From an optimization exercise on the open Yosys and OpenROAD flow, aimed at small area and a short achievable clock period; shortcuts taken in it are not production practice.
At most, simulation tests tie the RTL to the original design; equivalence was not proved.
For runs 1 to 4, only the layout was checked, not whether the RTL still works.
No run shown here takes its clock network from TritonCTS; it comes from the design's own scripts or RTL.
The clock input has no modelled driver; a real chip could not lean on it and would need a root buffer or a full tree.
Power is estimated from default activity; no workload was simulated.

==> design/flow/design.v <==
module mp85_bus_target #(
    parameter logic [15:0] BASE_ADDR   = 16'h8000,
    parameter int          ADDR_BITS   = 8,
    parameter int          WAIT_STATES = 2
) (
    input  logic        clk,
    input  logic        rst,
    input  logic [15:0] address,
    input  logic        mem_read,
    input  logic        mem_write,
    input  logic [7:0]  data_in,
    output logic [7:0]  data_out,
    output logic        ready,
    output logic        selected,
    output logic        err
);
    typedef enum logic [1:0] {
        ST_IDLE,
        ST_WAIT,
        ST_ACCESS,
        ST_RELEASE
    } state_t;
    state_t          state;
    logic            wait2;       
    logic            op_wr;
    logic [7:0]      wdata;
    logic [7:0]      qp1;         
    logic [3:0]      lo4;         
    logic [7:0]      mid8;        
    logic [7:0]      ph;          
    logic [255:0][7:0] ring;
    logic [7:0]      pw_a;        
    logic [7:0]      pw_b;        
    logic [1:0]      pw_d;        
    logic [7:0]      wd;          
    logic [7:0]      fa0;         
    logic [7:0]      fal;         
    logic            p1, p2;      
    logic            bp;          
    logic            byp;         
    logic [3:0][7:0] s1;
    logic [7:0]      rd;
    logic hit;
    logic one_strobe;
    logic both_strobes;
    logic strobe_held;
    logic [7:0] qn;               
    logic [5:0] widx;             
    always_comb begin
        hit          = (address[15:ADDR_BITS] == BASE_ADDR[15:ADDR_BITS]);
        one_strobe   = mem_read ^ mem_write;
        both_strobes = mem_read & mem_write;
        strobe_held  = op_wr ? mem_write : mem_read;
        qn           = address[7:0] + ph;
        widx         = 6'((qp1 + 8'd2) >> 2);
    end
    always_ff @(posedge clk or posedge rst) begin
        if (rst) begin
            state    <= ST_IDLE;
            wait2    <= 1'b0;
            fa0      <= 8'h00;
            data_out <= 8'h00;
            ready    <= 1'b0;
            selected <= 1'b0;
            err      <= 1'b0;
        end else begin
            ready <= 1'b0;
            err   <= 1'b0;
            fa0   <= {8{(state == ST_WAIT) && wait2 && strobe_held && op_wr &&
                        (pw_d == 2'd0)}} & pw_a;
            case (state)
                ST_IDLE: begin
                    if (hit && both_strobes) begin
                        err <= 1'b1;
                    end else if (hit && one_strobe) begin
                        selected <= 1'b1;
                        wait2    <= 1'b0;
                        state    <= ST_WAIT;
                    end
                end
                ST_WAIT: begin
                    if (!strobe_held) begin
                        selected <= 1'b0;
                        state    <= ST_IDLE;
                    end else if (wait2) begin
                        state <= ST_ACCESS;
                    end else begin
                        wait2 <= 1'b1;
                    end
                end
                ST_ACCESS: begin
                    if (!op_wr) begin
                        if (byp)
                            data_out <= wd;
                        else if (qp1[0])
                            data_out <= rd ^ {8{!qp1[2]}};
                        else
                            data_out <= s1[qp1[7:6]] ^ {8{!qp1[2]}};
                    end
                    ready <= 1'b1;
                    state <= ST_RELEASE;
                end
                ST_RELEASE: begin
                    if (!mem_read && !mem_write) begin
                        selected <= 1'b0;
                        state    <= ST_IDLE;
                    end
                end
                default: state <= ST_IDLE;
            endcase
        end
    end
    always_ff @(posedge clk) begin
        if (state == ST_IDLE) begin
            op_wr <= mem_write;
            wdata <= data_in;
            qp1   <= qn;
            lo4   <= 4'd1 << qn[2:1];
            mid8  <= 8'd1 << qn[5:3];
        end
    end
    always_ff @(posedge clk) begin
        if (state == ST_WAIT && !wait2 && op_wr) begin
            pw_a <= 8'd1 << widx[5:3];
            pw_b <= 8'd1 << widx[2:0];
            pw_d <= 2'(8'd1 - qp1);
            wd   <= wdata;
        end
        p1    <= (state == ST_ACCESS) && op_wr;
        p2    <= p1;
        fal   <= {8{((state == ST_ACCESS) && op_wr && pw_d == 2'd1) ||
                    (p1 && pw_d == 2'd2) || (p2 && pw_d == 2'd3)}} & pw_a;
        bp    <= p2 && (pw_d == 2'd3);
        if (state == ST_WAIT && !wait2)
            byp <= bp && pw_a[qp1[7:5]] && pw_b[qp1[4:2]] && (qp1[1:0] == 2'b11);
    end
    always_ff @(posedge clk) begin
        ph <= ph + 8'd1;
        for (int p = 0; p < 256; p++) begin
            if ((p % 4) == 3)
                ring[p] <= ~(((fa0[p / 32] || fal[p / 32]) && pw_b[(p / 4) % 8]) ?
                             ((((p / 4) % 2) == 1) ? wd : ~wd) :
                             ring[(p + 255) % 256]);
            else
                ring[p] <= ring[(p + 255) % 256];
        end
    end
    always_ff @(posedge clk) begin
        for (int g = 0; g < 4; g++) begin
            logic [7:0] acc;
            acc = 8'h00;
            for (int j = 0; j < 32; j++)
                acc = acc | (ring[2 * (32 * g + j)] & {8{lo4[j % 4] & mid8[j / 4]}});
            s1[g] <= acc;
        end
        rd <= s1[qp1[7:6]];
    end
endmodule
==> design/flow/flow/run.sh <==
#!/bin/bash
# Standard layout, except that the clock tree is built by flow/pre_cts.tcl
# (a balanced two-level clkbuf_16 tree) instead of TritonCTS.
set -euo pipefail
export PRE_CTS_TCL="$PWD/flow/pre_cts.tcl"
export CT_LEAF_COLS=8 CT_LEAF_ROWS=10 CT_ROOT_COLS=2 CT_ROOT_ROWS=2
bash standard.sh > standard_flow.log 2>&1
==> design/flow/flow/pre_cts.tcl <==
# Clock tree built here in place of TritonCTS: a balanced two-level tree of
# clkbuf_16. The clock port drives NR root buffers (one per region of the core);
# each root drives the leaf buffers of its region; each leaf drives a cluster of
# about 30 nearby flip-flops. Every flip-flop sees the same number of buffer
# levels, and leaf/root buffers sit at the centroids of what they drive.
# Before that, the input port buffers (which the flow picks from the slow delay
# cells) are made plain buf_4 cells.
rename clock_tree_synthesis my_tritoncts_unused

proc ct_centroid {pts} {
  set sx 0
  set sy 0
  foreach p $pts {
    set sx [expr {$sx + [lindex $p 1]}]
    set sy [expr {$sy + [lindex $p 2]}]
  }
  set n [llength $pts]
  return [list [expr {$sx / $n}] [expr {$sy / $n}]]
}

# Split pts (lists {obj x y}) into ncol columns by x, then each column into
# nrow rows by y, with counts as equal as possible. Returns a list of
# {col row pts}.
proc ct_grid {pts ncol nrow} {
  set out {}
  set pts [lsort -integer -index 1 $pts]
  set n [llength $pts]
  for {set c 0} {$c < $ncol} {incr c} {
    set lo [expr {($n * $c) / $ncol}]
    set hi [expr {($n * ($c + 1)) / $ncol - 1}]
    set col [lsort -integer -index 2 [lrange $pts $lo $hi]]
    set m [llength $col]
    for {set r 0} {$r < $nrow} {incr r} {
      set a [expr {($m * $r) / $nrow}]
      set b [expr {($m * ($r + 1)) / $nrow - 1}]
      lappend out [list $c $r [lrange $col $a $b]]
    }
  }
  return $out
}

proc ct_place {inst xy} {
  set m [$inst getMaster]
  set w [$m getWidth]
  set h [$m getHeight]
  $inst setLocation [expr {[lindex $xy 0] - $w / 2}] [expr {[lindex $xy 1] - $h / 2}]
  $inst setPlacementStatus PLACED
}

proc ct_fast_input_buffers {} {
  set db [ord::get_db]
  set block [ord::get_db_block]
  set buf [$db findMaster sky130_fd_sc_hd__buf_4]
  set n 0
  foreach bt [$block getBTerms] {
    if {[$bt getIoType] ne "INPUT" || [$bt getName] eq "clk"} { continue }
    set net [$bt getNet]
    if {$net eq "NULL"} { continue }
    foreach it [$net getITerms] {
      set inst [$it getInst]
      set m [[$inst getMaster] getName]
      if {[regexp {^sky130_fd_sc_hd__(clkdlybuf4s|dlygate|dlymetal|clkbuf_|buf_)} $m] && $m ne "sky130_fd_sc_hd__buf_4"} {
        $inst swapMaster $buf
        incr n
      }
    }
  }
  puts "input buffers made buf_4: $n"
}

proc clock_tree_synthesis {args} {
  ct_fast_input_buffers
  set ncol $::env(CT_LEAF_COLS)
  set nrow $::env(CT_LEAF_ROWS)
  set rcol $::env(CT_ROOT_COLS)
  set rrow $::env(CT_ROOT_ROWS)
  set db [ord::get_db]
  set block [ord::get_db_block]
  set master [$db findMaster sky130_fd_sc_hd__clkbuf_16]
  set clk [$block findNet clk]

  set sinks {}
  foreach it [$clk getITerms] {
    set bb [[$it getInst] getBBox]
    lappend sinks [list $it [expr {([$bb xMin] + [$bb xMax]) / 2}] \
                       [expr {([$bb yMin] + [$bb yMax]) / 2}]]
  }
  puts "manual CTS: [llength $sinks] sinks, leaves ${ncol}x${nrow}, roots ${rcol}x${rrow}"

  # leaf buffers
  set leaves {}
  set i 0
  foreach cell [ct_grid $sinks $ncol $nrow] {
    set pts [lindex $cell 2]
    set inst [odb::dbInst_create $block $master "clkbuf_leaf_${i}_clk"]
    set net [odb::dbNet_create $block "clknet_leaf_${i}_clk"]
    $net setSigType CLOCK
    foreach p $pts {
      set it [lindex $p 0]
      $it disconnect
      $it connect $net
    }
    [$inst findITerm X] connect $net
    set xy [ct_centroid $pts]
    ct_place $inst $xy
    lappend leaves [list $inst [lindex $xy 0] [lindex $xy 1]]
    incr i
  }

  # root buffers
  set i 0
  foreach cell [ct_grid $leaves $rcol $rrow] {
    set pts [lindex $cell 2]
    set inst [odb::dbInst_create $block $master "clkbuf_root_${i}_clk"]
    set net [odb::dbNet_create $block "clknet_root_${i}_clk"]
    $net setSigType CLOCK
    foreach p $pts {
      [[lindex $p 0] findITerm A] connect $net
    }
    [$inst findITerm X] connect $net
    [$inst findITerm A] connect $clk
    ct_place $inst [ct_centroid $pts]
    incr i
  }
  $clk setSigType CLOCK
  global_connect
  set_propagated_clock [all_clocks]
  puts "manual CTS: [llength $leaves] leaf and $i root buffers"
}
==> design/flow/standard.sh <==
#!/bin/bash
# synth_recipe.tcl (not shown) runs the flow's synth.tcl, then flattens the netlist and writes it again
# the make line also repeats each setting of config.mk as NAME=value (left out here)
make -C /OpenROAD-flow-scripts/flow DESIGN_CONFIG=/design/flow/config.mk WORK_HOME=/design/flow/orfs CLKGATE_MAP_FILE= SYNTH_SCRIPT=/design/flow/synth_recipe.tcl "${@:-finish}"
==> design/flow/config.mk <==
export PLATFORM = sky130hd
export DESIGN_NAME = mp85_bus_target
export DESIGN_NICKNAME = mp85_bus_target
export VERILOG_FILES = /design/flow/design.v
export SDC_FILE = /design/flow/constraint.sdc
export NUM_CORES = 4
export LEC_CHECK = 0
export CAP_MARGIN = 20
export CORE_MARGIN = 2
export CORE_UTILIZATION = 55
export SETUP_SLACK_MARGIN = 3.0
export SLEW_MARGIN = 20
==> design/flow/constraint.sdc <==
create_clock -name core_clock -period 5.0 [get_ports {clk}]
set_input_delay 1.0000 -clock core_clock [delete_from_list [all_inputs] [get_ports {clk}]]
set_output_delay 1.0000 -clock core_clock [all_outputs]
set_load 0.01 [all_outputs]
==> results.sh, run 1 <==
export IMPL_fin_crit_sh_pct=44.8
export IMPL_synth_cell_types=58
export IMPL_mostFrequentLayoutCell="dfxtp_1"
export IMPL_clk_latency_ns=0.56
export IMPL_synthCells=4345
export IMPL_synthArstFlopShare_pct=1.01
export IMPL_crit_buf_inv=2
export IMPL_wl_per_cell_um=30.4
export IMPL_rows=119
export IMPL_min_from="ring[1947]$_DFF_P_"
export IMPL_ys_flop_type="dfxtp_1"
export IMPL_seq_area_frac_synth_pct=76.7
export IMPL_track_usage_pct=31.2
export IMPL_final_antenna_net_count=0
export IMPL_min_path_cells=0
export IMPL_overflow=0
export IMPL_nNetsFinal=4469
export IMPL_hold_ws_ns=0.327
export IMPL_r2r_start="mid8[2]$_SDFFCE_PP0P_"
export IMPL_fin_setup_tns_ns=0
export IMPL_wl_met1_um=76700
export IMPL_synth_largest_area_cell="dfxtp_1"
export IMPL_drc=0
export IMPL_num_io_pins=39
export IMPL_reg2reg_to="s1[10]$_DFF_P_"
export IMPL_setup_slack_ns=2.76
export IMPL_clock_fmax_mhz=447
export IMPL_required_ns=5.44
export IMPL_num_vias=34633
export IMPL_hold_path_class="reg2reg"
export IMPL_yosysWarnings=1
export IMPL_worstPathArrival_ns=2.68
export IMPL_place_congestion=0.819
export IMPL_synth_ff_latch_count=2185
export IMPL_path_max_fanout=5
export IMPL_critPathLaunchType="flop"
export IMPL_synth_top_area_share_pct=72.8
export IMPL_start_util_pct=55.3
export IMPL_first_iter_violations=4452
export IMPL_clock_skew_ns=0.0124
export IMPL_dpl_hpwl_um=95000
export IMPL_wl_um=177000
export IMPL_holdPathEnd="ring[1955]$_DFF_P_"
export IMPL_crit_slowest_cell="or4_1"
export IMPL_final_cell_mix="dfxtp_1, a21oi_1, a22oi_1"
export IMPL_tightest_slew_ns=1.09
export IMPL_antenna_found_initial=11
export IMPL_cap_violations=0
export IMPL_final_hold_violation_count=0
export IMPL_synth_area_per_cell_um2=13.3
export IMPL_drt_pass1_iter_count=6
export IMPL_slew_violations=0
export IMPL_ff2ff_path_depth=6
export IMPL_ir_drop_mv=0.367
export IMPL_slew_headroom_pct=27.5
export IMPL_crit_top_cell="or4_1"
export IMPL_core_area_um2=105000
export IMPL_port_buffers=38
export IMPL_slowest_delay_ns=0.52
export IMPL_place_ws_ns=1.85
export IMPL_syn2layout_area_growth_pct=12.0
export IMPL_grt_pass1_vias=32405
export IMPL_period_minus_slack_ns=2.24
export IMPL_met2_length_um=78800
export IMPL_path_class="reg2reg"
export IMPL_viasPerCell=5.95
export IMPL_reg2reg_setup_slack_ns=2.76
export IMPL_status="timing/DRC/antenna clean"
export IMPL_synth_nets=4385
export IMPL_die_h_um=329
export IMPL_die_area_um2=108000
export IMPL_grt_pass1_wl_um=241000
export IMPL_setup_viol=0
export IMPL_endpoint_kind="flop"
export IMPL_crit_family="simple AND/OR/NAND/NOR gates"
export IMPL_layout_drive_gt1_share_pct=11.3
export IMPL_synth_edf_count=56
export IMPL_path_cells="buf_6, bufbuf_16, a22oi_1, a21oi_1, or4_1, or4_1"
export IMPL_die_w_um=329
export IMPL_clk_pin_slew_ns=0.10
export IMPL_synth_area_um2=57900
export IMPL_grt_setup_unrepaired="yes"
export IMPL_grt_max_degree=66
export IMPL_yosys_top_cells_area="dfxtp_1, a22oi_1, mux2i_1, edfxtp_1, a21oi_1"
export IMPL_cts_hold_buf=0
export IMPL_maxUsedRoutingLayer="met5"
export IMPL_met3WireLength_um=14400
export IMPL_leakagePower_nw=26.8
export IMPL_power_density_nw_per_um2=633
## sequential cells by signal, summed over array words and instances (netlist names), 2 cells and up, named ones only
signal and cells:
wdata 8, rd 8, ph 8, pw_b 8, qp1 8, data_out 8
ring 2048, lo4 4, pw_a 8, fal 8, wd 8, s1 32
mid8 8, fa0 8, pw_d 2
## cell families after synthesis
| family | synth area share [%] |
|---|---|
| flip-flops | 76.7 |
| AO/OA/AOI/OAI | 10.7 |
| AND/OR/NAND/NOR | 4.86 |
| multiplexers | 5.25 |
| buffers and inverters | 1.93 |
| XOR/XNOR | 0.333 |
| adder cells (fa/ha/maj) | 0.272 |
## per-layer routing
| metal | vias up | track usage, % |
|---|---|---|
| met5 | - | 0 |
| met4 | 4 | 9.84 |
| met3 | 312 | 3.29 |
| met2 | 1605 | 49.0 |
| met1 | 17358 | 45.5 |
| li1 | 15354 | - |
## where the power goes
part / internal (mW) / switching (mW)
sequential: 23.8 / 3.07
clock: 2.98 / 4.88
combinational: 2.80 / 3.52
## final cells by class
type,count,area (µm²)
Antenna cell,4,10.0
Buffer,84,2100
Fill cell,8248,39900
Inverter,25,151
Multi-Input combinational cell,1878,13100
Sequential cell,2185,44400
Tap cell,1391,1740
Timing Repair Buffer,255,3400
## per-stage QoR
stage               utilization, %  instances  total power [mW]  area [µm²]
finish                        61.9       5822              41.1       64900
global route                  61.9       5818              42.5       64900
CTS                           60.8       5777              40.4       63800
detailed placement            57.0       5580              32.0       59700
global placement              57.0       5580              31.9       59700
floorplan                        -       4345              29.0       58000
## worst max path at each step
stage / from / end / cells after the start
floorplan: address[0] / mid8[6]$_SDFFCE_PN0P_ / 7
global placement: address[0] / mid8[7]$_SDFFCE_PN0P_ / 8
detailed placement: address[0] / mid8[6]$_SDFFCE_PN0P_ / 8
CTS: mid8[4]$_SDFFCE_PN0P_ / s1[12]$_DFF_P_ / 6
finish: mid8[2]$_SDFFCE_PP0P_ / s1[10]$_DFF_P_ / 6
global route: mid8[2]$_SDFFCE_PP0P_ / s1[12]$_DFF_P_ / 7
## Yosys cell counts (2+ instances only)
library cell and n:
a2111oi_0 4, a211oi_1 2, a21o_1 3, a21oi_1 333, a221oi_1 5, a222oi_1 59
a22o_1 17, a22oi_1 374, a31oi_1 37, a41oi_1 4, and2_1 17, and3_1 8
and4_1 2, buf_1 61, buf_2 43, clkbuf_1 152, clkinv_1 3, dfrtp_1 22
dfxtp_1 2107, edfxtp_1 56, ha_1 11, inv_1 20, inv_2 2, mux2i_1 277
mux4_2 12, nand2_1 90, nand3_1 87, nand3b_1 9, nand4_1 10, nor2_1 311
nor2b_1 2, nor3_1 42, nor4_1 17, nor4b_1 2, o2111ai_1 4, o211ai_1 11
o21ai_0 19, o221ai_1 2, o22a_1 4, o22ai_1 46, or2_2 9, or3_1 4
or4_1 10, xnor2_1 13, xor2_1 9
## what timing repair did
action | in CTS | in global routing
pin swaps | 37 | 96
cloned | 23 | 11
setup buffers | 90 | 30
resized for setup | 176 | 142
setup endpoints to repair | 77 | 117
==> run 2: changes to the inputs <==
--- a/design/flow/flow/run.sh
+++ b/design/flow/flow/run.sh
@@ -5,3 +5,3 @@
 export PRE_CTS_TCL="$PWD/flow/pre_cts.tcl"
-export CT_LEAF_COLS=8 CT_LEAF_ROWS=10 CT_ROOT_COLS=2 CT_ROOT_ROWS=2
+export CT_LEAF_COLS=8 CT_LEAF_ROWS=9 CT_ROOT_COLS=2 CT_ROOT_ROWS=2
 bash standard.sh > standard_flow.log 2>&1
==> results.sh, run 2 <==
export IMPL_synth_ff_latch_count=2185
export IMPL_overflow=0
export IMPL_synth_most_common_cell="dfxtp_1"
export IMPL_hold_path_class="reg2reg"
export IMPL_slew_violations=0
export IMPL_rows=119
export IMPL_layout_drive_gt1_share_pct=10.8
export IMPL_place_congestion=0.819
export IMPL_cap_violations=0
export IMPL_slew_headroom_pct=22.5
export IMPL_grt_pass1_vias=32322
export IMPL_synth_edf_count=56
export IMPL_die_h_um=329
export IMPL_grt_max_degree=66
export IMPL_port_buffers=38
export IMPL_yosys_top_cells_area="dfxtp_1, a22oi_1, mux2i_1, edfxtp_1, a21oi_1"
export IMPL_critPathLaunchType="flop"
export IMPL_clock_fmax_mhz=441
export IMPL_dpl_hpwl_um=95000
export IMPL_largest_register="ring"
export IMPL_ir_drop_mv=0.354
export IMPL_final_cell_mix="dfxtp_1, a21oi_1, a22oi_1"
export IMPL_final_antenna_net_count=0
export IMPL_wl_per_cell_um=30.5
export IMPL_synthCells=4345
export IMPL_start_util_pct=55.3
export IMPL_synth_top_area_share_pct=72.8
export IMPL_final_util_pct=61.7
export IMPL_required_ns=5.42
export IMPL_grt_setup_unrepaired="yes"
export IMPL_wl_um=177000
export IMPL_synth_area_um2=57900
export IMPL_status="timing/DRC/antenna clean"
export IMPL_synth_largest_area_cell="dfxtp_1"
export IMPL_track_usage_pct=31.3
export IMPL_power_density_nw_per_um2=629
export IMPL_hold_ws_ns=0.328
export IMPL_synthArstFlopShare_pct=1.01
export IMPL_synth_cell_types=58
export IMPL_setup_viol=0
export IMPL_fin_crit_sh_pct=45.4
export IMPL_ys_flop_type="dfxtp_1"
export IMPL_first_iter_violations=4737
export IMPL_mostFrequentLayoutCell="dfxtp_1"
export IMPL_num_io_pins=39
export IMPL_clock_skew_ns=0.0193
export IMPL_endpoint_kind="flop"
export IMPL_die_area_um2=108000
export IMPL_seq_area_frac_synth_pct=76.7
export IMPL_largest_reg_flops=2048
export IMPL_drc=0
export IMPL_synth_nets=4385
export IMPL_top_regs="ring: 2048 flops, s1: 32 flops"
export IMPL_final_hold_violation_count=0
export IMPL_syn2layout_area_growth_pct=11.7
export IMPL_die_w_um=329
export IMPL_period_minus_slack_ns=2.27
export IMPL_core_area_um2=105000
export IMPL_grt_pass1_wl_um=241000
export IMPL_yosysWarnings=1
export IMPL_clk_latency_ns=0.54
export IMPL_num_vias=34717
export IMPL_synth_common_cells="dfxtp_1, a22oi_1, a21oi_1, nor2_1, mux2i_1"
export IMPL_tightest_slew_ns=1.16
export IMPL_worstPathArrival_ns=2.69
export IMPL_path_max_fanout=12
export IMPL_leakagePower_nw=26.7
export IMPL_path_class="reg2reg"
export IMPL_antenna_found_initial=12
export IMPL_fin_setup_tns_ns=0
export IMPL_synth_area_per_cell_um2=13.3
export IMPL_drt_pass1_iter_count=9
export IMPL_nNetsFinal=4466
export IMPL_viasPerCell=5.97
export IMPL_clk_pin_slew_ns=0.11
[run 2: cell counts after synthesis]
Identical to the previous run, type by type.
[run 2: path summary, 6_finish.rpt]
kind	start	to	slack (ns)	cells past startpoint
max	mid8[0]$_SDFFCE_PP0P_	s1[17]$_DFF_P_	2.73	5
min	ring[1947]$_DFF_P_	ring[1955]$_DFF_P_	0.33	0
max reg2reg	mid8[0]$_SDFFCE_PP0P_	s1[17]$_DFF_P_	2.73	5
min reg2reg	ring[1947]$_DFF_P_	ring[1955]$_DFF_P_	0.33	0
max in group asynchronous	rst	async pin	4.15	3
min in group asynchronous	rst	data_out[3]$_DFFE_PP0P_	0.54	3
[run 2: routing by layer]
layer | up-vias | GRT usage, % | routed length, µm
met4 | 6 | 9.43 | 7900
met2 | 1707 | 49.0 | 78000
met3 | 346 | 3.52 | 15200
met1 | 17318 | 45.7 | 76300
li1 | 15340 | - | -
met5 | - | 0 | 40
[run 2: repair_timing]
action | in CTS | in global routing
pin swaps | 42 | 70
buffers inserted | 89 | 32
hold buffers | 0 | 0
cloned | 25 | 13
gates resized for setup | 184 | 116
endpoints found under the setup margin | 78 | 110
[run 2: power by group]
| part | switching, mW | total (mW) | internal, mW |
|---|---|---|---|
| Combinational | 3.52 | 6.32 | 2.80 |
| Clock | 4.82 | 7.54 | 2.72 |
| Sequential | 3.05 | 26.9 | 23.8 |
| Total | 11.4 | 40.7 | 29.3 |
[run 2: final cells by class]
cell class / instances / area [µm²]
flip-flops and latches: 2185 / 44400
fillers: 8261 / 40100
multi-input cells: 1878 / 13000
repair buffers: 260 / 3470
plain buffers: 76 / 1900
well taps: 1391 / 1740
inverters: 25 / 165
diodes: 4 / 10.0
[run 2: logic make-up (layout without fill, tap and decap cells)]
family | Yosys count | after routing | synth area share [%]
DFF | 2185 | 2185 | 76.7
AOI/OAI and AO/OA | 928 | 928 | 10.7
and+or+nand+nor | 627 | 627 | 4.86
muxes | 289 | 289 | 5.25
buffers and inverters | 282 | 361 | 1.93
xor gates and xnor gates | 22 | 22 | 0.333
adders and majority gates | 12 | 12 | 0.272
other | 0 | 4 | 0
[run 2: critical path, stage by stage, from the launching register on]
cell	delay (ns)
edfxtp_1	0.54
buf_4	0.21
inv_6	0.22
o22ai_1	0.13
or4_1	0.52
or4_4	0.52
[run 2: through the flow]
stage / cell area, µm² / worst slack, ns / instances / power, mW
after global placement: 59700 / 1.87 / 5580 / 31.9
after detailed placement: 59700 / 1.85 / 5580 / 32.0
after floorplan: 58000 / 2.46 / 4345 / 29.0
after global routing: 64700 / 2.71 / 5816 / 42.2
final: 64700 / 2.73 / 5819 / 40.7
after CTS: 63700 / 2.79 / 5770 / 40.1
==> run 3: changes to the inputs <==
--- a/design/flow/design.v
+++ b/design/flow/design.v
@@ -28,3 +28,3 @@
     logic [3:0]      lo4;         
-    logic [7:0]      mid8;        
+    logic [3:0]      mid4;        
     logic [7:0]      ph;          
@@ -40,3 +40,3 @@
     logic            byp;         
-    logic [3:0][7:0] s1;
+    logic [7:0][7:0] s1;
     logic [7:0]      rd;
@@ -97,3 +97,3 @@
                         else
-                            data_out <= s1[qp1[7:6]] ^ {8{!qp1[2]}};
+                            data_out <= s1[qp1[7:5]] ^ {8{!qp1[2]}};
                     end
@@ -118,3 +118,3 @@
             lo4   <= 4'd1 << qn[2:1];
-            mid8  <= 8'd1 << qn[5:3];
+            mid4  <= 4'd1 << qn[4:3];
         end
@@ -148,10 +148,10 @@
     always_ff @(posedge clk) begin
-        for (int g = 0; g < 4; g++) begin
+        for (int g = 0; g < 8; g++) begin
             logic [7:0] acc;
             acc = 8'h00;
-            for (int j = 0; j < 32; j++)
-                acc = acc | (ring[2 * (32 * g + j)] & {8{lo4[j % 4] & mid8[j / 4]}});
+            for (int j = 0; j < 16; j++)
+                acc = acc | (ring[2 * (16 * g + j)] & {8{lo4[j % 4] & mid4[j / 4]}});
             s1[g] <= acc;
         end
-        rd <= s1[qp1[7:6]];
+        rd <= s1[qp1[7:5]];
     end
--- a/design/flow/flow/run.sh
+++ b/design/flow/flow/run.sh
@@ -5,3 +5,3 @@
 export PRE_CTS_TCL="$PWD/flow/pre_cts.tcl"
-export CT_LEAF_COLS=8 CT_LEAF_ROWS=9 CT_ROOT_COLS=2 CT_ROOT_ROWS=2
+export CT_LEAF_COLS=8 CT_LEAF_ROWS=10 CT_ROOT_COLS=2 CT_ROOT_ROWS=2
 bash standard.sh > standard_flow.log 2>&1
==> results.sh, run 3 <==
export IMPL_cts_hold_buf=0
export IMPL_yosys_top_cells_area="dfxtp_1, mux2i_1, a222oi_1, edfxtp_1, a22oi_1"
export IMPL_fin_setup_tns_ns=0
export IMPL_leakagePower_nw=27.8
export IMPL_tightest_slew_ns=0.971
export IMPL_grt_setup_unrepaired="yes"
export IMPL_nNetsFinal=4474
export IMPL_synth_area_per_cell_um2=13.7
export IMPL_ys_flop_type="dfxtp_1"
export IMPL_clock_skew_ns=0.0435
export IMPL_critPathLaunchType="flop"
export IMPL_largest_register="ring"
export IMPL_synth_area_um2=58500
export IMPL_mostFrequentLayoutCell="dfxtp_1"
export IMPL_slew_violations=0
export IMPL_synthArstFlopShare_pct=0.994
export IMPL_endpoint_kind="flop"
export IMPL_top_regs="ring: 2048 flops, s1: 64 flops"
export IMPL_path_max_fanout=28
export IMPL_final_hold_violation_count=0
export IMPL_synth_cell_types=63
export IMPL_syn2layout_area_growth_pct=13.6
export IMPL_core_area_um2=105000
export IMPL_clock_fmax_mhz=443
export IMPL_ir_drop_mv=0.324
export IMPL_synth_ff_latch_count=2213
export IMPL_status="timing/DRC/antenna clean"
export IMPL_antenna_found_initial=20
export IMPL_largest_reg_flops=2048
export IMPL_seq_area_frac_synth_pct=76.8
export IMPL_drc=0
export IMPL_track_usage_pct=33.5
export IMPL_path_class="reg2reg"
export IMPL_required_ns=5.42
export IMPL_slew_headroom_pct=34.9
export IMPL_grt_max_degree=49
export IMPL_dpl_hpwl_um=104000
export IMPL_clk_pin_slew_ns=0.11
export IMPL_synth_largest_area_cell="dfxtp_1"
export IMPL_cap_violations=0
export IMPL_die_w_um=330
export IMPL_grt_pass1_vias=32755
export IMPL_wl_um=192000
export IMPL_wl_per_cell_um=33.0
export IMPL_synth_top_area_share_pct=73.2
export IMPL_fillCellCount=7972
export IMPL_multi_input_comb_area_um2=13100
export IMPL_num_io_pins=39
export IMPL_synth_nets=4309
export IMPL_synth_most_common_cell="dfxtp_1"
export IMPL_die_h_um=330
export IMPL_fin_crit_sh_pct=45.2
export IMPL_start_util_pct=55.5
export IMPL_layout_drive_gt1_share_pct=12.6
export IMPL_seq_area_um2=44900
export IMPL_clk_latency_ns=0.57
export IMPL_viasPerCell=6.05
export IMPL_grt_pass1_wl_um=256000
export IMPL_power_density_nw_per_um2=648
export IMPL_final_antenna_net_count=0
export IMPL_setup_viol=0
export IMPL_final_cell_mix="dfxtp_1, nor2_1, a21oi_1"
export IMPL_worstPathArrival_ns=2.68
export IMPL_hold_path_class="reg2reg"
export IMPL_first_iter_violations=4649
export IMPL_power_mw=43.1
export IMPL_synth_edf_count=52
export IMPL_port_buffers=38
export IMPL_synthCells=4269
export IMPL_period_minus_slack_ns=2.26
export IMPL_yosysWarnings=1
export IMPL_drt_pass1_iter_count=19
export IMPL_rows=119
export IMPL_num_vias=35250
export IMPL_synth_common_cells="dfxtp_1, nor2_1, a21oi_1, mux2i_1, clkbuf_1"
export IMPL_overflow=0
export IMPL_place_congestion=0.856
export IMPL_die_area_um2=109000
[run 3: cell count changes after synthesis, moves of 35 or more]
cell	before	now
a22oi_1	374	193
a222oi_1	59	156
nand3_1	87	15
a21oi_1	333	278
a22o_1	17	72
clkbuf_1	152	197
buf_1	61	24
nor2_1	311	347
a31oi_1	37	2
[run 3: layout make-up]
cell class | count | area share [%]
multi-input cells | 1787 | 19.6
well taps | 1391 | 2.62
flip-flops and latches | 2213 | 67.6
plain buffers | 84 | 3.16
inverters | 18 | 0.258
diodes | 2 | 0.00753
repair buffers | 330 | 6.72
[run 3: what timing repair did]
item | CTS | global route
cloned | 35 | 14
pin swaps | 78 | 109
gates resized for setup | 246 | 102
setup buffers | 127 | 56
endpoints found under the setup margin | 604 | 114
[run 3: power by group]
group,internal [mW],switching [mW],leakage (nW)
logic,3.36,4.03,8.07
clock network,2.98,4.93,1.04
registers,24.2,3.51,18.7
[run 3: layer usage]
metal  global-route usage [%]  share of wire [%]
met2                     52.1                 44
met1                     46.3                 41
met4                     15.7                5.9
met3                     5.13                9.4
met5                        0              0.053
[run 3: stage by stage]
step | setup slack [ns] | utilization, % | area [µm²] | hold WS, ns | instances
2_1_floorplan | 2.63 | - | 58600 | 0.310 | 4269
6_report | 2.74 | 63.1 | 66500 | 0.307 | 5825
5_1_grt | 2.75 | 63.1 | 66500 | 0.334 | 5824
3_3_place_gp | 2.08 | 57.2 | 60300 | 0.309 | 5507
4_1_cts | 2.78 | 61.9 | 65300 | 0.314 | 5753
3_5_place_dp | 2.06 | 57.2 | 60300 | 0.312 | 5507
[run 3: path summary, 6_finish.rpt]
kind	start	endpoint	slack, ns	cells past startpoint
max	lo4[2]$_SDFFCE_PN0P_	s1[56]$_DFF_P_	2.74	4
min	ring[671]$_DFF_P_	ring[679]$_DFF_P_	0.31	0
max reg2reg	lo4[2]$_SDFFCE_PN0P_	s1[56]$_DFF_P_	2.74	4
min reg2reg	ring[671]$_DFF_P_	ring[679]$_DFF_P_	0.31	0
max in group asynchronous	rst	async pin	3.99	2
min in group asynchronous	rst	fa0[0]$_DFF_PP0_	0.53	2
[run 3: cells by family (layout without fill, tap and decap cells)]
group                    after synthesis  count (layout)  synth area share, %
multiplexers                         304             304                 5.87
XOR/XNOR                              23              23                0.344
AND/OR/NAND/NOR                      574             577                 4.26
adder cells (fa/ha/maj)               12              12                0.269
flip-flops                          2213            2213                 76.8
buffers and inverters                272             432                 1.84
other                                  0               2                    0
AO/OA/AOI/OAI                        871             871                 10.7
[run 3: critical path, cell delays in order, from the launching register on]
cell      delay [ns]
edfxtp_1        0.46
buf_12          0.22
a222oi_1        0.77
o22ai_1         0.14
or4_1           0.44
==> run 4: changes to the inputs <==
--- a/design/flow/config.mk
+++ b/design/flow/config.mk
@@ -10,3 +10,3 @@
 export CORE_UTILIZATION = 55
-export SETUP_SLACK_MARGIN = 3.0
+export SETUP_SLACK_MARGIN = 2.9
 export SLEW_MARGIN = 20
==> results.sh, run 4 <==
export IMPL_status="timing/DRC/antenna clean"
export IMPL_drc=0
export IMPL_grt_max_degree=76
export IMPL_crit_slowest_cell="or4_1"
export IMPL_drt_pass1_iter_count=19
export IMPL_ir_drop_mv=0.370
export IMPL_place_area_um2=60400
export IMPL_synth_edf_count=52
export IMPL_grt_pass1_wl_um=241000
export IMPL_num_io_pins=39
export IMPL_critPathLaunchType="flop"
export IMPL_ys_flop_type="dfxtp_1"
export IMPL_slowest_delay_ns=0.48
export IMPL_overflow=0
export IMPL_synth_area_um2=58500
export IMPL_die_w_um=330
export IMPL_worstPathArrival_ns=2.65
export IMPL_clock_fmax_mhz=450
export IMPL_start_util_pct=55.5
export IMPL_clk_latency_ns=0.57
export IMPL_slew_headroom_pct=29.3
export IMPL_hold_path_class="reg2reg"
export IMPL_slew_violations=0
export IMPL_power_mw=42.1
export IMPL_die_area_um2=109000
export IMPL_synthArstFlopShare_pct=0.994
export IMPL_yosysWarnings=1
export IMPL_track_usage_pct=31.2
export IMPL_grt_setup_unrepaired="yes"
export IMPL_fin_setup_tns_ns=0
export IMPL_core_area_um2=105000
export IMPL_cap_violations=0
export IMPL_synth_cell_types=63
export IMPL_fin_crit_sh_pct=44.4
export IMPL_yosys_top_cells_area="dfxtp_1, mux2i_1, a222oi_1, edfxtp_1, a22oi_1"
export IMPL_power_density_nw_per_um2=651
export IMPL_path_class="reg2reg"
export IMPL_synth_largest_area_cell="dfxtp_1"
export IMPL_wl_um=175000
export IMPL_final_antenna_net_count=0
export IMPL_port_buffers=38
export IMPL_seq_area_frac_synth_pct=76.8
export IMPL_fin_area_um2=64700
export IMPL_final_hold_violation_count=0
export IMPL_first_iter_violations=4368
export IMPL_largest_reg_flops=2048
export IMPL_multi_input_comb_area_um2=12800
export IMPL_die_h_um=330
export IMPL_path_cells="buf_12, and2_4, a22o_1, a221oi_2, o21ai_1, or4_1"
export IMPL_syn2layout_area_growth_pct=10.5
export IMPL_mostFrequentLayoutCell="dfxtp_1"
export IMPL_clock_skew_ns=0.0282
export IMPL_tightest_slew_ns=1.06
export IMPL_fillCellCount=8208
export IMPL_top_regs="ring: 2048 flops, s1: 64 flops"
export IMPL_dpl_hpwl_um=103000
export IMPL_endpoint_kind="flop"
export IMPL_grt_pass1_vias=31965
export IMPL_period_minus_slack_ns=2.22
export IMPL_leakagePower_nw=26.9
export IMPL_num_vias=34066
export IMPL_place_congestion=0.867
export IMPL_nNetsFinal=4375
export IMPL_synth_nets=4309
export IMPL_required_ns=5.43
export IMPL_antenna_found_initial=12
export IMPL_path_max_fanout=75
export IMPL_setup_viol=0
export IMPL_layout_drive_gt1_share_pct=9.97
export IMPL_rows=119
export IMPL_synth_top_area_share_pct=73.2
export IMPL_synthCells=4269
export IMPL_wl_per_cell_um=30.6
export IMPL_synth_area_per_cell_um2=13.7
export IMPL_seq_area_um2=44900
export IMPL_clk_pin_slew_ns=0.11
export IMPL_synth_common_cells="dfxtp_1, nor2_1, a21oi_1, mux2i_1, clkbuf_1"
export IMPL_largest_register="ring"
export IMPL_viasPerCell=5.95
export IMPL_synth_ff_latch_count=2213
export IMPL_synth_most_common_cell="dfxtp_1"
export IMPL_final_cell_mix="dfxtp_1, nor2_1, a21oi_1"
==> run 4: cell counts after synthesis <==
Identical to the previous run, type by type.
==> run 4: worst paths after layout <==
check | start | end | slack (ns) | depth (start not counted)
worst max-delay path | mid4[3]$_SDFFCE_PN0P_ | s1[31]$_DFF_P_ | 2.78 | 6
worst min-delay path | ring[543]$_DFF_P_ | ring[551]$_DFF_P_ | 0.33 | 0
worst max register to register | mid4[3]$_SDFFCE_PN0P_ | s1[31]$_DFF_P_ | 2.78 | 6
worst min register to register | ring[543]$_DFF_P_ | ring[551]$_DFF_P_ | 0.33 | 0
max in group asynchronous | rst | data_out[0]$_DFFE_PP0P_ | 4.07 | 2
min in group asynchronous | rst | state[0]$_DFFE_PP0P_ | 0.50 | 2
==> run 4: worst max-delay path: cells and delay by family (launching register included) <==
kind / cells / cell delay (ns)
AND/OR/NAND/NOR: 2 / 0.80
flip-flops: 1 / 0.45
buffers and inverters: 1 / 0.23
AO/OA/AOI/OAI: 3 / 0.43
==> run 4: final cells by class <==
cell class | count | share of cell area (%)
diodes | 1 | 0.00387
plain buffers | 84 | 3.25
inverters | 18 | 0.288
multi-input cells | 1787 | 19.9
flip-flops and latches | 2213 | 69.5
well taps | 1391 | 2.69
repair buffers | 230 | 4.39
repair inverters | 1 | 0.0135
==> run 4: repair_timing <==
action | in CTS | in global routing
resized for setup | 186 | 70
hold buffers | 0 | 0
pin swaps | 25 | 44
buffers inserted | 90 | 21
endpoints found under the hold margin | 0 | 0
gates cloned | 14 | 6
setup endpoints to repair | 540 | 71
==> run 4: logic make-up after synthesis <==
group | share of synthesized area (%)
flip-flops | 76.8
AO/OA/AOI/OAI | 10.7
AND/OR/NAND/NOR | 4.26
multiplexers | 5.87
buffers and inverters | 1.84
XOR/XNOR | 0.344
adder cells (fa/ha/maj) | 0.269
==> run 4: per-layer routing <==
| layer | GRT usage [%] | up-vias | wire [µm] |
|---|---|---|---|
| li1 | - | 15134 | - |
| met1 | 44.6 | 17034 | 75200 |
| met2 | 48.4 | 1571 | 77500 |
| met3 | 4.22 | 317 | 14300 |
| met4 | 11.7 | 10 | 8350 |
| met5 | 0 | - | 68 |
==> run 4: metrics by stage <==
| stage | setup slack (ns) | hold slack (ns) | util, % | std cells |
|---|---|---|---|---|
| floorplan | 2.63 | 0.310 | - | 4269 |
| global placement | 1.99 | 0.310 | 57.3 | 5509 |
| detailed placement | 1.93 | 0.312 | 57.3 | 5509 |
| CTS | 2.67 | 0.326 | 60.8 | 5697 |
| global route | 2.74 | 0.333 | 61.3 | 5724 |
| finish | 2.78 | 0.325 | 61.3 | 5725 |
==> run 4: report_power, final <==
part	switching (mW)	internal, mW	leakage, nW
sequential	3.43	24.2	18.7
clock	4.93	2.98	1.04
combinational	3.57	2.90	7.17
total	11.9	30.1	26.9
==> run 5: changes to the inputs <==
--- a/design/flow/design.v
+++ b/design/flow/design.v
@@ -28,3 +28,3 @@
     logic [3:0]      lo4;         
-    logic [3:0]      mid4;        
+    logic [7:0]      mid8;        
     logic [7:0]      ph;          
@@ -35,4 +35,4 @@
     logic [7:0]      wd;          
-    logic [7:0]      fa0;         
-    logic [7:0]      fal;         
+    logic            fire0;       
+    logic            flate;       
     logic            p1, p2;      
@@ -40,3 +40,3 @@
     logic            byp;         
-    logic [7:0][7:0] s1;
+    logic [3:0][7:0] s1;
     logic [7:0]      rd;
@@ -46,2 +46,3 @@
     logic strobe_held;
+    logic fire;
     logic [7:0] qn;               
@@ -53,2 +54,3 @@
         strobe_held  = op_wr ? mem_write : mem_read;
+        fire         = fire0 || flate;
         qn           = address[7:0] + ph;
@@ -60,3 +62,3 @@
             wait2    <= 1'b0;
-            fa0      <= 8'h00;
+            fire0    <= 1'b0;
             data_out <= 8'h00;
@@ -68,4 +70,4 @@
             err   <= 1'b0;
-            fa0   <= {8{(state == ST_WAIT) && wait2 && strobe_held && op_wr &&
-                        (pw_d == 2'd0)}} & pw_a;
+            fire0 <= (state == ST_WAIT) && wait2 && strobe_held && op_wr &&
+                     (pw_d == 2'd0);
             case (state)
@@ -97,3 +99,3 @@
                         else
-                            data_out <= s1[qp1[7:5]] ^ {8{!qp1[2]}};
+                            data_out <= s1[qp1[7:6]] ^ {8{!qp1[2]}};
                     end
@@ -118,3 +120,3 @@
             lo4   <= 4'd1 << qn[2:1];
-            mid4  <= 4'd1 << qn[4:3];
+            mid8  <= 8'd1 << qn[5:3];
         end
@@ -130,4 +132,4 @@
         p2    <= p1;
-        fal   <= {8{((state == ST_ACCESS) && op_wr && pw_d == 2'd1) ||
-                    (p1 && pw_d == 2'd2) || (p2 && pw_d == 2'd3)}} & pw_a;
+        flate <= ((state == ST_ACCESS) && op_wr && pw_d == 2'd1) ||
+                 (p1 && pw_d == 2'd2) || (p2 && pw_d == 2'd3);
         bp    <= p2 && (pw_d == 2'd3);
@@ -140,3 +142,3 @@
             if ((p % 4) == 3)
-                ring[p] <= ~(((fa0[p / 32] || fal[p / 32]) && pw_b[(p / 4) % 8]) ?
+                ring[p] <= ~((fire && pw_a[p / 32] && pw_b[(p / 4) % 8]) ?
                              ((((p / 4) % 2) == 1) ? wd : ~wd) :
@@ -148,10 +150,10 @@
     always_ff @(posedge clk) begin
-        for (int g = 0; g < 8; g++) begin
+        for (int g = 0; g < 4; g++) begin
             logic [7:0] acc;
             acc = 8'h00;
-            for (int j = 0; j < 16; j++)
-                acc = acc | (ring[2 * (16 * g + j)] & {8{lo4[j % 4] & mid4[j / 4]}});
+            for (int j = 0; j < 32; j++)
+                acc = acc | (ring[2 * (32 * g + j)] & {8{lo4[j % 4] & mid8[j / 4]}});
             s1[g] <= acc;
         end
-        rd <= s1[qp1[7:5]];
+        rd <= s1[qp1[7:6]];
     end
--- a/design/flow/config.mk
+++ b/design/flow/config.mk
@@ -10,3 +10,3 @@
 export CORE_UTILIZATION = 55
-export SETUP_SLACK_MARGIN = 2.9
+export SETUP_SLACK_MARGIN = 3.0
 export SLEW_MARGIN = 20
==> results.sh, run 5 <==
export IMPL_clk_latency_ns=0.57
export IMPL_die_area_um2=107000
export IMPL_final_cell_mix="dfxtp_1, a21oi_1, nor2_1"
export IMPL_power_density_nw_per_um2=698
export IMPL_fin_setup_tns_ns=0
export IMPL_core_area_um2=104000
export IMPL_die_h_um=328
export IMPL_fin_crit_sh_pct=44.9
export IMPL_slew_violations=0
export IMPL_clock_skew_ns=0.0306
export IMPL_antenna_found_initial=7
export IMPL_num_vias=33861
export IMPL_place_area_um2=59300
export IMPL_ir_drop_mv=0.441
export IMPL_path_cells="o21a_1, nand2_1, mux2i_1"
export IMPL_mostFrequentLayoutCell="dfxtp_1"
export IMPL_synth_area_per_cell_um2=13.3
export IMPL_first_iter_violations=4082
export IMPL_track_usage_pct=29.6
export IMPL_grt_pass1_wl_um=229000
export IMPL_slew_headroom_pct=26.1
export IMPL_grt_max_degree=73
export IMPL_clk_pin_slew_ns=0.10
export IMPL_largest_reg_flops=2048
export IMPL_place_congestion=0.809
export IMPL_synth_most_common_cell="dfxtp_1"
export IMPL_yosysWarnings=1
export IMPL_synth_ff_latch_count=2171
export IMPL_slowest_delay_ns=0.74
export IMPL_yosys_top_cells_area="dfxtp_1, mux2i_1, a22oi_1, a21oi_1, edfxtp_1"
export IMPL_die_w_um=328
export IMPL_synth_edf_count=56
export IMPL_synth_area_um2=57700
export IMPL_period_minus_slack_ns=2.24
export IMPL_synthCells=4337
export IMPL_critPathLaunchType="flop"
export IMPL_place_ws_ns=1.83
export IMPL_tightest_slew_ns=1.11
export IMPL_syn2layout_area_growth_pct=10.8
export IMPL_seq_area_frac_synth_pct=76.4
export IMPL_drc=0
export IMPL_required_ns=5.48
export IMPL_start_util_pct=55.6
export IMPL_synth_cell_types=63
export IMPL_nNetsFinal=4406
export IMPL_crit_slowest_cell="nand2_1"
export IMPL_drt_pass1_iter_count=6
export IMPL_synthArstFlopShare_pct=0.691
export IMPL_dpl_hpwl_um=91600
export IMPL_synth_common_cells="dfxtp_1, a22oi_1, a21oi_1, nor2_1, mux2i_1"
export IMPL_final_util_pct=61.6
export IMPL_hold_path_class="reg2reg"
export IMPL_dp_cells=5546
export IMPL_clock_fmax_mhz=446
export IMPL_largest_register="ring"
export IMPL_top_regs="ring: 2048 flops, s1: 32 flops"
export IMPL_cap_violations=0
export IMPL_layout_drive_gt1_share_pct=10.9
export IMPL_grt_setup_unrepaired="yes"
export IMPL_final_hold_violation_count=0
export IMPL_setup_slack_ns=2.76
export IMPL_wl_per_cell_um=29.3
export IMPL_worstPathArrival_ns=2.72
export IMPL_overflow=0
export IMPL_wl_um=168000
export IMPL_final_antenna_net_count=0
export IMPL_endpoint_kind="flop"
export IMPL_leakagePower_nw=26.3
export IMPL_num_io_pins=39
export IMPL_ys_flop_type="dfxtp_1"
export IMPL_port_buffers=38
export IMPL_grt_pass1_vias=31729
export IMPL_synth_largest_area_cell="dfxtp_1"
export IMPL_setup_viol=0
export IMPL_stdcell_count=5746
export IMPL_rows=118
export IMPL_path_max_fanout=8
export IMPL_synth_nets=4377
export IMPL_fillCellCount=8044
export IMPL_fin_area_um2=63900
export IMPL_viasPerCell=5.89
export IMPL_path_class="reg2reg"
export IMPL_synth_top_area_share_pct=72.9
export IMPL_status="timing/DRC/antenna clean"
run 5: path summary, 6_finish.rpt:
check,end,from,slack [ns],cells after the start
max,ring[1656]$_DFF_P_,fire0$_DFF_PP0_,2.76,3
min,ring[1584]$_DFF_P_,ring[1576]$_DFF_P_,0.31,0
max reg2reg,ring[1656]$_DFF_P_,fire0$_DFF_PP0_,2.76,3
min reg2reg,ring[1584]$_DFF_P_,ring[1576]$_DFF_P_,0.31,0
max in group asynchronous,state[0]$_DFFE_PP0P_,rst,4.02,2
min in group asynchronous,ready$_DFF_PP0_,rst,0.52,2
run 5: area by class of cell:
type | instances | area [µm²] | share of cell area [%]
well taps | 1380 | 1730 | 2.70
repair buffers | 206 | 2660 | 4.16
inverters | 34 | 156 | 0.245
flip-flops and latches | 2171 | 44100 | 69.0
diodes | 2 | 5.00 | 0.00783
multi-input cells | 1869 | 13100 | 20.6
plain buffers | 84 | 2100 | 3.29
run 5: logic make-up (layout without fill, tap and decap cells):
| logic type | after synthesis | in the layout | share of synthesized area, % |
|---|---|---|---|
| buf+inv | 297 | 324 | 2.06 |
| compound gates | 940 | 940 | 11.0 |
| mux | 282 | 282 | 5.19 |
| other cells | 0 | 2 | 0 |
| fa+ha+maj | 12 | 12 | 0.273 |
| xor+xnor | 27 | 27 | 0.410 |
| simple gates | 608 | 608 | 4.57 |
| flops | 2171 | 2171 | 76.4 |
run 5: routing by layer:
metal	track usage, %	vias to the layer above	part of all wire [%]
met5	0	-	0.024
met4	8.97	6	4.0
met3	3.27	319	7.4
met2	47.2	1367	45
met1	42.5	16944	44
li1	-	15225	-
run 5: worst max-delay path, delay by kind of cell (launching register included):
kind               cells  cell delay (ns)
and+or+nand+nor        1             0.74
muxes                  1             0.38
AOI/OAI and AO/OA      1             0.46
DFF                    1             0.57
run 5: power breakdown:
part | internal [mW] | total, mW | switching, mW
Sequential | 24.7 | 28.2 | 3.52
Clock | 2.98 | 7.81 | 4.83
Combinational | 3.57 | 8.61 | 5.04
run 5: through the flow:
| stage | power [mW] | hold WS [ns] |
|---|---|---|
| global placement | 35.1 | 0.310 |
| detailed placement | 35.3 | 0.312 |
| floorplan | 31.3 | 0.310 |
| global route | 46.3 | 0.326 |
| CTS | 43.7 | 0.323 |
| finish | 44.6 | 0.310 |
run 5: what timing repair did:
item                       in CTS  in global routing
gates resized for setup       158                164
gates cloned                   12                 11
setup endpoints to repair     384                353
pin swaps                      41                112
setup buffers                  50                 41
hold buffers                    0                  0
==> run 6: changes to the inputs <==
--- a/design/flow/config.mk
+++ b/design/flow/config.mk
@@ -10,3 +10,3 @@
 export CORE_UTILIZATION = 55
-export SETUP_SLACK_MARGIN = 3.0
+export SETUP_SLACK_MARGIN = 2.9
 export SLEW_MARGIN = 20
==> results.sh, run 6 <==
export IMPL_status="timing/DRC/antenna clean"
export IMPL_synth_most_common_cell="dfxtp_1"
export IMPL_synth_area_per_cell_um2=13.3
export IMPL_cap_violations=0
export IMPL_clock_skew_ns=0.0158
export IMPL_yosys_top_cells_area="dfxtp_1, mux2i_1, a22oi_1, a21oi_1, edfxtp_1"
export IMPL_grt_max_degree=104
export IMPL_viasPerCell=5.84
export IMPL_synth_edf_count=56
export IMPL_grt_pass1_vias=31696
export IMPL_r2r_start="flate$_DFF_P_"
export IMPL_min_from="ring[1966]$_DFF_P_"
export IMPL_grt_pass1_wl_um=222000
export IMPL_overflow=0
export IMPL_num_io_pins=39
export IMPL_synth_top_area_share_pct=72.9
export IMPL_nNetsFinal=4341
export IMPL_first_iter_violations=3756
export IMPL_yosysWarnings=1
export IMPL_leakagePower_nw=25.6
export IMPL_clk_latency_ns=0.55
export IMPL_final_cell_mix="dfxtp_1, a21oi_1, a22oi_1"
export IMPL_syn2layout_area_growth_pct=7.96
export IMPL_dpl_hpwl_um=91900
export IMPL_layout_drive_gt1_share_pct=7.72
export IMPL_place_congestion=0.812
export IMPL_seq_area_frac_synth_pct=76.4
export IMPL_mostFrequentLayoutCell="dfxtp_1"
export IMPL_multi_input_comb_area_um2=12800
export IMPL_synth_ff_latch_count=2171
export IMPL_seq_area_um2=44100
export IMPL_die_h_um=328
export IMPL_path_max_fanout=8
export IMPL_fillCellCount=8308
export IMPL_wl_um=163000
export IMPL_required_ns=5.46
export IMPL_critPathLaunchType="flop"
export IMPL_start_util_pct=55.6
export IMPL_hold_ws_ns=0.326
export IMPL_core_area_um2=104000
export IMPL_fin_setup_tns_ns=0
export IMPL_synth_largest_area_cell="dfxtp_1"
export IMPL_critPathLaunch="flate$_DFF_P_"
export IMPL_clock_fmax_mhz=427
export IMPL_largest_reg_flops=2048
export IMPL_rows=118
export IMPL_synth_area_um2=57700
export IMPL_final_hold_violation_count=0
export IMPL_hold_path_class="reg2reg"
export IMPL_port_buffers=38
export IMPL_synth_cell_types=63
export IMPL_final_antenna_net_count=0
export IMPL_die_w_um=328
export IMPL_largest_register="ring"
export IMPL_place_area_um2=59300
export IMPL_antenna_found_initial=7
export IMPL_synthArstFlopShare_pct=0.691
export IMPL_slew_violations=0
export IMPL_drc=0
export IMPL_endpoint_kind="flop"
export IMPL_grt_setup_unrepaired="yes"
export IMPL_setup_viol=0
export IMPL_worstPathArrival_ns=2.80
export IMPL_period_minus_slack_ns=2.34
export IMPL_power_density_nw_per_um2=699
export IMPL_ir_drop_mv=0.374
export IMPL_path_class="reg2reg"
export IMPL_tightest_slew_ns=1.14
export IMPL_synth_nets=4377
export IMPL_track_usage_pct=28.3
export IMPL_setup_slack_ns=2.66
export IMPL_die_area_um2=107000
export IMPL_clk_pin_slew_ns=0.11
export IMPL_synthCells=4337
export IMPL_synth_common_cells="dfxtp_1, a22oi_1, a21oi_1, nor2_1, mux2i_1"
export IMPL_top_regs="ring: 2048 flops, s1: 32 flops"
export IMPL_num_vias=33171
export IMPL_slew_headroom_pct=23.7
export IMPL_fin_area_um2=62300
export IMPL_cts_hold_buf=0
export IMPL_drt_pass1_iter_count=6
export IMPL_wl_per_cell_um=28.7
export IMPL_fin_crit_sh_pct=46.8
export IMPL_ys_flop_type="dfxtp_1"
export IMPL_place_ws_ns=1.84
==> run 6: layout make-up <==
type / instances / area share, %
diodes: 4 / 0.0161
plain buffers: 84 / 3.38
inverters: 34 / 0.275
multi-input cells: 1870 / 20.5
flip-flops and latches: 2171 / 70.8
well taps: 1380 / 2.77
repair buffers: 140 / 2.25
==> run 6: through the flow <==
step                      utilization (%)  total power, mW  instances
after floorplan                         -             31.3       4337
after global placement               57.2             35.1       5545
after detailed placement             57.2             35.3       5545
after CTS                            59.4             43.0       5650
after global routing                 60.0             45.2       5679
final                                60.0             43.5       5683
==> run 6: worst max-delay path: stages, from the launching register on <==
cell and delay [ns]:
dfxtp_1 0.55, o21a_1 0.56, nand2_1 0.70, mux2i_1 0.41
==> run 6: where the power goes <==
part / leakage [nW] / internal [mW] / switching (mW)
clock network: 1.04 / 2.98 / 4.86
registers: 18.4 / 24.7 / 3.50
logic: 6.24 / 2.93 / 4.61
total: 25.6 / 30.6 / 13.0
==> run 6: layer usage <==
layer	GRT usage [%]	wire length, µm
met1	41.1	74000
met2	46.5	75000
met4	6.40	4740
met3	1.92	9220
met5	0	0
==> run 6: final timing paths <==
path	endpoint	slack, ns	cells past startpoint
max	ring[1916]$_DFF_P_	2.66	3
min	ring[1974]$_DFF_P_	0.33	0
max reg2reg	ring[1916]$_DFF_P_	2.66	3
min reg2reg	ring[1974]$_DFF_P_	0.33	0
max in group asynchronous	state[0]$_DFFE_PP0P_	4.00	2
min in group asynchronous	ready$_DFF_PP0_	0.53	2
==> run 6: timing repair <==
action / in CTS / in global routing
buffers inserted: 21 / 19
gates cloned: 0 / 10
setup endpoints to repair: 247 / 275
resized for setup: 91 / 80
pin swaps: 4 / 14
==> run 6: cell families (layout without fill, tap and decap cells) <==
| group | after synthesis | after routing | synth area share (%) |
|---|---|---|---|
| xor gates and xnor gates | 27 | 28 | 0.410 |
| AOI/OAI and AO/OA | 940 | 940 | 11.0 |
| DFF | 2171 | 2171 | 76.4 |
| and+or+nand+nor | 608 | 608 | 4.57 |
| other | 0 | 4 | 0 |
| adders and majority gates | 12 | 12 | 0.273 |
| muxes | 282 | 282 | 5.19 |
| buffers and inverters | 297 | 258 | 2.06 |
==> run 7: changes to the inputs <==
--- a/design/flow/flow/pre_cts.tcl
+++ b/design/flow/flow/pre_cts.tcl
@@ -6,3 +6,4 @@
 # Before that, the input port buffers (which the flow picks from the slow delay
-# cells) are made plain buf_4 cells.
+# cells) are made plain buf_4 cells, and single-strength logic gates that
+# drive many loads are given a stronger size of the same footprint.
 rename clock_tree_synthesis my_tritoncts_unused
@@ -70,4 +71,31 @@
 
+proc ct_size_by_fanout {} {
+  set db [ord::get_db]
+  set block [ord::get_db_block]
+  set n 0
+  foreach inst [$block getInsts] {
+    set m [[$inst getMaster] getName]
+    if {![regexp {^(sky130_fd_sc_hd__[a-z0-9]+)_[01]$} $m -> base]} { continue }
+    if {[regexp {__(s?e?df|dl|clk|tap|fill|decap|conb|diode)} $m]} { continue }
+    set fo 0
+    foreach it [$inst getITerms] {
+      if {[$it isOutputSignal]} {
+        set net [$it getNet]
+        if {$net ne "NULL"} { set fo [expr {[llength [$net getITerms]] - 1}] }
+      }
+    }
+    if {$fo < 6} { continue }
+    set size [expr {$fo >= 12 ? 4 : 2}]
+    set nm [$db findMaster ${base}_$size]
+    if {$nm eq "NULL"} { set nm [$db findMaster ${base}_2] }
+    if {$nm eq "NULL"} { continue }
+    $inst swapMaster $nm
+    incr n
+  }
+  puts "gates sized up by fanout: $n"
+}
+
 proc clock_tree_synthesis {args} {
   ct_fast_input_buffers
+  ct_size_by_fanout
   set ncol $::env(CT_LEAF_COLS)
==> results.sh, run 7 <==
export IMPL_status="timing/DRC/antenna clean"
export IMPL_ys_flop_type="dfxtp_1"
export IMPL_p_clk_share_pct=17.8
export IMPL_fin_crit_sh_pct=43.6
export IMPL_grt_pass1_wl_um=228000
export IMPL_min_from="ring[1167]$_DFF_P_"
export IMPL_top_regs="ring: 2048 flops, s1: 32 flops"
export IMPL_ff2ff_path_depth=7
export IMPL_largest_reg_flops=2048
export IMPL_ir_drop_mv=0.376
export IMPL_p_int_mw=30.8
export IMPL_crit_family="flip-flops"
export IMPL_wl_per_cell_um=29.7
export IMPL_reg2reg_setup_slack_ns=2.91
export IMPL_synthCells=4337
export IMPL_wl_um=170000
export IMPL_synthMuxAreaShare_pct=5.20
export IMPL_antenna_found_initial=7
export IMPL_port_buffers=38
export IMPL_tightest_slew_ns=1.15
export IMPL_die_w_um=328
export IMPL_synthArstFlopShare_pct=0.691
export IMPL_synthSimpleGateAreaFrac_pct=4.57
export IMPL_nNetsFinal=4377
export IMPL_layout_drive_gt1_share_pct=9.09
export IMPL_synth_common_cells="dfxtp_1, a22oi_1, a21oi_1, nor2_1, mux2i_1"
export IMPL_hold_path_class="reg2reg"
export IMPL_final_antenna_net_count=0
export IMPL_holdPathEnd="ring[1175]$_DFF_P_"
export IMPL_stdcell_count=5719
export IMPL_endpoint_kind="output port"
export IMPL_clock_skew_ns=0.0154
export IMPL_final_hold_violation_count=0
export IMPL_comb_power_share_pct=18.2
export IMPL_num_io_pins=39
export IMPL_synth_largest_area_cell="dfxtp_1"
export IMPL_track_usage_pct=29.1
export IMPL_min_path_cells=0
export IMPL_r2r_start="mid8[5]$_SDFFCE_PN0P_"
export IMPL_overflow=0
export IMPL_clk_pin_slew_ns=0.10
export IMPL_synth_top_family_by_area="compound AO/OA/AOI/OAI gates"
export IMPL_grt_max_degree=85
export IMPL_first_iter_violations=4078
export IMPL_synth_edf_count=56
export IMPL_slowest_delay_ns=0.39
export IMPL_synth_area_per_cell_um2=13.3
export IMPL_crit_slowest_cell="dfrtp_1"
export IMPL_swShare_pct=30.1
export IMPL_power_density_nw_per_um2=699
export IMPL_synth_xor_area_share_pct=0.410
export IMPL_fin_setup_tns_ns=0
export IMPL_seq_area_frac_synth_pct=76.4
export IMPL_path_max_fanout=2
export IMPL_viasPerCell=5.89
export IMPL_place_congestion=0.812
export IMPL_fillCellCount=8194
export IMPL_clk_latency_ns=0.56
export IMPL_place_ws_ns=1.84
export IMPL_synth_compound_area_share_pct=11.0
export IMPL_syn2layout_area_growth_pct=9.27
export IMPL_final_cell_mix="dfxtp_1, a21oi_1, a22oi_1"
export IMPL_cap_violations=0
export IMPL_setup_viol=0
export IMPL_crit_buf_inv=1
export IMPL_synth_area_um2=57700
export IMPL_power_switching_mw=13.3
export IMPL_hold_ws_ns=0.327
export IMPL_worstPathArrival_ns=1.18
export IMPL_slew_violations=0
export IMPL_leakagePower_nw=26.2
export IMPL_path_cells="clkdlybuf4s15_1"
export IMPL_clock_fmax_mhz=459
export IMPL_synth_nets=4377
export IMPL_path_class="reg2out"
export IMPL_yosysWarnings=1
export IMPL_required_ns=4.00
export IMPL_synth_cell_types=63
export IMPL_synth_top_area_share_pct=72.9
export IMPL_setup_slack_ns=2.82
export IMPL_core_area_um2=104000
export IMPL_die_area_um2=107000
export IMPL_synth_ff_latch_count=2171
export IMPL_drc=0
export IMPL_multi_input_comb_area_um2=13000
export IMPL_die_h_um=328
export IMPL_dp_cells=5545
export IMPL_synth_most_common_cell="dfxtp_1"
export IMPL_drt_pass1_iter_count=6
export IMPL_final_util_pct=60.7
export IMPL_largest_register="ring"
export IMPL_critPathLaunchType="flop"
export IMPL_synthAdderAreaFrac_pct=0.273
export IMPL_seq_area_um2=44100
export IMPL_slew_headroom_pct=23.5
export IMPL_grt_setup_unrepaired="yes"
export IMPL_period_minus_slack_ns=2.18
export IMPL_dpl_hpwl_um=91900
export IMPL_start_util_pct=55.6
export IMPL_yosys_top_cells_area="dfxtp_1, mux2i_1, a22oi_1, a21oi_1, edfxtp_1"
export IMPL_rows=118
export IMPL_pwr_share_seq_pct=64.0
export IMPL_mostFrequentLayoutCell="dfxtp_1"
export IMPL_num_vias=33670
export IMPL_grt_pass1_vias=31843
export IMPL_reg2reg_to="s1[17]$_DFF_P_"
==> run 7: through the flow <==
step                      cell area, µm²  total power [mW]
after floorplan                    57800              31.3
after global placement             59300              35.1
after detailed placement           59300              35.3
after CTS                          62100              43.3
after global routing               63000              45.7
final                              63000              44.1
==> run 7: power by group through the flow <==
stage          clock network [mW]  logic, mW  registers [mW]
6_report                     7.84       8.02            28.2
2_1_floorplan                   0       4.55            26.7
5_1_grt                      8.49       8.45            28.8
3_5_place_dp                    0       6.83            28.5
3_3_place_gp                    0       6.74            28.4
4_1_cts                      7.89       7.28            28.1
==> run 7: routing by layer <==
| metal | share of wire [%] | track usage, % | vias up |
|---|---|---|---|
| li1 | - | - | 15178 |
| met1 | 44 | 42.3 | 16989 |
| met4 | 3.5 | 7.27 | 2 |
| met2 | 46 | 47.5 | 1258 |
| met5 | 0.0053 | 0 | - |
| met3 | 6.1 | 2.08 | 243 |
==> run 7: repair_timing <==
item	4_1_cts	5_1_grt
setup buffers	25	41
endpoints found under the setup margin	57	52
endpoints found under the hold margin	0	0
pin swaps	4	23
resized for setup	68	60
hold buffers	0	0
cloned	4	16
==> run 7: worst max-delay path by stage <==
stage	slack (ns)	start	cells after the start	to
5_1_grt	2.78	selected$_DFFE_PP0P_	1	selected
6_report	2.82	selected$_DFFE_PP0P_	1	selected
3_3_place_gp	1.84	address[0]	8	mid8[6]$_SDFFCE_PN0P_
4_1_cts	2.73	selected$_DFFE_PP0P_	1	selected
2_1_floorplan	2.46	address[0]	7	mid8[6]$_SDFFCE_PN0P_
3_5_place_dp	1.84	address[0]	8	mid8[6]$_SDFFCE_PN0P_
==> run 7: cells by family after synthesis <==
kind of cell / after synthesis
DFF: 2171
xor gates and xnor gates: 27
muxes: 282
AOI/OAI and AO/OA: 940
buffers and inverters: 297
and+or+nand+nor: 608
adders and majority gates: 12
==> run 7: layout make-up <==
type,count,share of cell area (%)
Inverter,34,0.256
Sequential cell,2171,70.0
Tap cell,1380,2.74
Buffer,84,3.33
Timing Repair Buffer,176,3.09
Multi-Input combinational cell,1870,20.6
Antenna cell,4,0.0159

[port drivers added, routing unchanged]
In the flow no input, the clock included, has a driving cell. The finished layouts below were timed again as built, in two steps. Step 1 (the two cells are an assumption about what drives the block):
set clk [get_ports {clk}]
set_driving_cell -lib_cell sky130_fd_sc_hd__clkbuf_16 $clk
set_driving_cell -lib_cell sky130_fd_sc_hd__buf_2 [delete_from_list [all_inputs] $clk]
Step 2, shift: input delay + t, output delay - t, t = (earliest + latest rising clock arrival at the registers) / 2. This alone moves slack from input paths to output paths. a / b / c = ideal ports / drivers / drivers and shift; a / b = the first two.
| run | t (ns) | setup WS [ns] | worst setup path after step 2 | worst register clock-pin slew, ns |
|---|---|---|---|---|
| run 1 | 0.716 | 2.761 / 2.689 / 2.316 | input to register | 0.11 / 0.11 |
| run 2 | 0.700 | 2.731 / 2.698 / 2.341 | input to register | 0.12 / 0.12 |
| run 3 | 0.708 | 2.740 / 2.669 / 2.456 | input to register | 0.11 / 0.11 |
| run 4 | 0.720 | 2.780 / 2.665 / 2.461 | input to register | 0.11 / 0.11 |
| run 5 | 0.708 | 2.756 / 2.735 / 2.357 | input to register | 0.11 / 0.11 |
| run 6 | 0.702 | 2.659 / 2.660 / 2.335 | input to register | 0.11 / 0.11 |
| run 7 | 0.707 | 2.822 / 2.664 / 2.333 | input to register | 0.11 / 0.11 |
After both steps setup and hold are still met in every run listed. The setup slack of run 7, which loses most, moves by -0.158 ns with the drivers and by -0.489 ns with both steps.
